Context: an optimization exercise on an open-source flow, tuned for small area, a short achievable clock period and few clock cycles per item. The choices shown serve that exercise and are no tape-out recipe. Only simulation tests tie the RTL to the original design; equivalence was not proved.

==> module present80_encrypt_core, before the edit <==
module present80_encrypt_core (
  input  wire logic                           clk,
  input  wire logic                           rst_n,
  input  wire logic                           in_valid,
  output logic                                in_ready,
  input  wire logic [p80enc_pkg::BLK_W-1:0]   in_plaintext,
  output logic                                out_valid,
  input  wire logic                           out_ready,
  output logic      [p80enc_pkg::BLK_W-1:0]   out_ciphertext,
  input  wire logic                           cfg_psel,
  input  wire logic                           cfg_penable,
  input  wire logic                           cfg_pwrite,
  input  wire logic [p80enc_pkg::ADDR_W-1:0]  cfg_paddr,
  input  wire logic [p80enc_pkg::DATA_W-1:0]  cfg_pwdata,
  output logic      [p80enc_pkg::DATA_W-1:0]  cfg_prdata,
  output logic                                cfg_pready
);
  localparam int unsigned NSTG = 15;    
  localparam int unsigned BW   = p80enc_pkg::BLK_W;
  localparam int unsigned KW   = p80enc_pkg::KEY_W;
  logic [BW-1:0]                key_high_r;
  logic [p80enc_pkg::KLO_W-1:0] key_low_r;
  logic                         cfg_wr;
  logic                         reg_sel;
  assign cfg_pready = 1'b1;
  assign reg_sel    = cfg_paddr[3];
  assign cfg_wr     = cfg_psel && cfg_penable && cfg_pwrite;
  always_ff @(posedge clk) begin
    if (!rst_n) begin
      key_high_r <= '0;
      key_low_r  <= '0;
    end else if (cfg_wr) begin
      if (reg_sel == p80enc_pkg::REG_KEY_HIGH) key_high_r <= cfg_pwdata;
      else                                     key_low_r  <= cfg_pwdata[p80enc_pkg::KLO_W-1:0];
    end
  end
  assign cfg_prdata = (reg_sel == p80enc_pkg::REG_KEY_HIGH)
                      ? key_high_r
                      : {{(p80enc_pkg::DATA_W-p80enc_pkg::KLO_W){1'b0}}, key_low_r};
  logic [32:1][KW-1:0] ks;
  logic [31:1][3:0]    nib_c;    
  logic [31:2][3:0]    nib_r;    
  logic [31:1][KW-1:0] rot;
  assign ks[1] = {key_high_r, key_low_r};
  for (genvar r = 1; r <= 31; r++) begin : g_ks
    assign rot[r]   = {ks[r][18:0], ks[r][79:19]};
    assign nib_c[r] = p80enc_pkg::SBOX(rot[r][79:76]);
    if (r == 1) begin : g_direct
      assign ks[r+1] = {nib_c[r], rot[r][75:20], rot[r][19:15] ^ 5'(r), rot[r][14:0]};
    end else begin : g_reg
      always_ff @(posedge clk) nib_r[r] <= nib_c[r];
      assign ks[r+1] = {nib_r[r], rot[r][75:20], rot[r][19:15] ^ 5'(r), rot[r][14:0]};
    end
  end
  logic            en;
  logic [NSTG:1]          vld;
  logic [NSTG:1][BW-1:0]  stg;
  logic [BW-1:0]          s_in0;
  logic [NSTG:0][BW-1:0]  s_mid;    
  logic [NSTG:0][BW-1:0]  s_nxt;    
  assign s_in0 = in_plaintext ^ ks[1][79:16];
  p80enc_round u_r1 (.s_in(s_in0), .rk(ks[2][79:16]), .s_out(s_nxt[0]));
  assign s_mid[0] = '0;
  for (genvar i = 1; i <= NSTG; i++) begin : g_stg
    p80enc_round u_ra (.s_in(stg[i]),   .rk(ks[2*i+1][79:16]), .s_out(s_mid[i]));
    if (i < NSTG) begin : g_mid
      p80enc_round u_rb (.s_in(s_mid[i]), .rk(ks[2*i+2][79:16]), .s_out(s_nxt[i]));
    end else begin : g_last
      p80enc_round u_rb (.s_in(s_mid[i]), .rk(ks[32][79:16]), .s_out(s_nxt[i]));
    end
  end
  always_ff @(posedge clk) begin
    if (!rst_n) begin
      vld <= '0;
    end else if (en) begin
      vld <= {vld[NSTG-1:1], in_valid};
    end
  end
  always_ff @(posedge clk) begin
    if (en) begin
      stg[1] <= s_nxt[0];
      for (int i = 2; i <= NSTG; i++) stg[i] <= s_nxt[i-1];
    end
  end
  logic          head_vld, skid_vld;
  logic [BW-1:0] head_q, skid_q;
  logic          arrive, head_free;
  assign en        = !skid_vld;
  assign in_ready  = en;
  assign arrive    = en && vld[NSTG];
  assign head_free = !head_vld || out_ready;
  always_ff @(posedge clk) begin
    if (!rst_n) begin
      head_vld <= 1'b0;
      skid_vld <= 1'b0;
    end else begin
      if (head_free) head_vld <= skid_vld || arrive;
      if (skid_vld)  skid_vld <= !head_free;
      else           skid_vld <= arrive && !head_free;
    end
  end
  always_ff @(posedge clk) begin
    if (head_free) head_q <= skid_vld ? skid_q : s_nxt[NSTG];
    if (en)        skid_q <= s_nxt[NSTG];
  end
  assign out_valid      = head_vld;
  assign out_ciphertext = head_q;
endmodule
make LEC_CHECK=0 CAP_MARGIN=20 CORE_MARGIN=2 CORE_UTILIZATION=45 PLACE_DENSITY=0.6 SLEW_MARGIN=20 finish   # period 4.0 ns
run.sh (not shown) runs the stock make flow with config.mk's settings and CLKGATE_MAP_FILE= SYNTH_SCRIPT=/design/flow/synth_recipe.tcl, a recipe that flattens the netlist after the stock synthesis.
Testbench counts at the start, summed over its fixed seeds: cycles 2,192, items 2,048.
Change:
--- a/flow/design.v
+++ b/flow/design.v
@@ -88,7 +88,7 @@
   output logic      [p80enc_pkg::DATA_W-1:0]  cfg_prdata,
   output logic                                cfg_pready
 );
-  localparam int unsigned NSTG = 15;    
+  localparam int unsigned NSTG = 30;    
   localparam int unsigned BW   = p80enc_pkg::BLK_W;
   localparam int unsigned KW   = p80enc_pkg::KEY_W;
   logic [BW-1:0]                key_high_r;
@@ -125,22 +125,13 @@
       assign ks[r+1] = {nib_r[r], rot[r][75:20], rot[r][19:15] ^ 5'(r), rot[r][14:0]};
     end
   end
-  logic            en;
+  logic                   en;
   logic [NSTG:1]          vld;
-  logic [NSTG:1][BW-1:0]  stg;
-  logic [BW-1:0]          s_in0;
-  logic [NSTG:0][BW-1:0]  s_mid;    
+  logic [NSTG:1][BW-1:0]  stg;      
   logic [NSTG:0][BW-1:0]  s_nxt;    
-  assign s_in0 = in_plaintext ^ ks[1][79:16];
-  p80enc_round u_r1 (.s_in(s_in0), .rk(ks[2][79:16]), .s_out(s_nxt[0]));
-  assign s_mid[0] = '0;
+  p80enc_round u_r1 (.s_in(in_plaintext ^ ks[1][79:16]), .rk(ks[2][79:16]), .s_out(s_nxt[0]));
   for (genvar i = 1; i <= NSTG; i++) begin : g_stg
-    p80enc_round u_ra (.s_in(stg[i]),   .rk(ks[2*i+1][79:16]), .s_out(s_mid[i]));
-    if (i < NSTG) begin : g_mid
-      p80enc_round u_rb (.s_in(s_mid[i]), .rk(ks[2*i+2][79:16]), .s_out(s_nxt[i]));
-    end else begin : g_last
-      p80enc_round u_rb (.s_in(s_mid[i]), .rk(ks[32][79:16]), .s_out(s_nxt[i]));
-    end
+    p80enc_round u_r (.s_in(stg[i]), .rk(ks[i+2][79:16]), .s_out(s_nxt[i]));
   end
   always_ff @(posedge clk) begin
     if (!rst_n) begin
After rerunning: Synthesized cell count climbs by 14%. Count of clock-buffer cells in the layout came out higher by 142. Final cell count rose by 14%. Wire length increases by 4.9%. Die area increases by 22%.
Testbench counts after the change, summed over its fixed seeds: cycles 2,312, items 2,048.

re-timing with driven ports:
The flow's constraints put no driver on any port. The routed layouts listed below were extracted and timed again, unchanged, in two steps. Step 1, drivers: a clkbuf_16 drives clk and a buf_2 each remaining input, both assumed. Step 2 times the ports against the registers' clock, not the clock port: input delays grow and output delays shrink by t, the midpoint of the rising clock arrivals with the driver on. Three values: ideal, step 1, step 2; two values: the first two.
run | t, ns | slack for setup (ns) | worst register clock-pin slew, ns
the first run | 0.921 | 0.074 / -0.012 / 0.107 | 0.07 / 0.07
the second run | 1.000 | 0.232 / 0.125 / 0.423 | 0.07 / 0.07
After both steps every run listed still meets setup and hold.
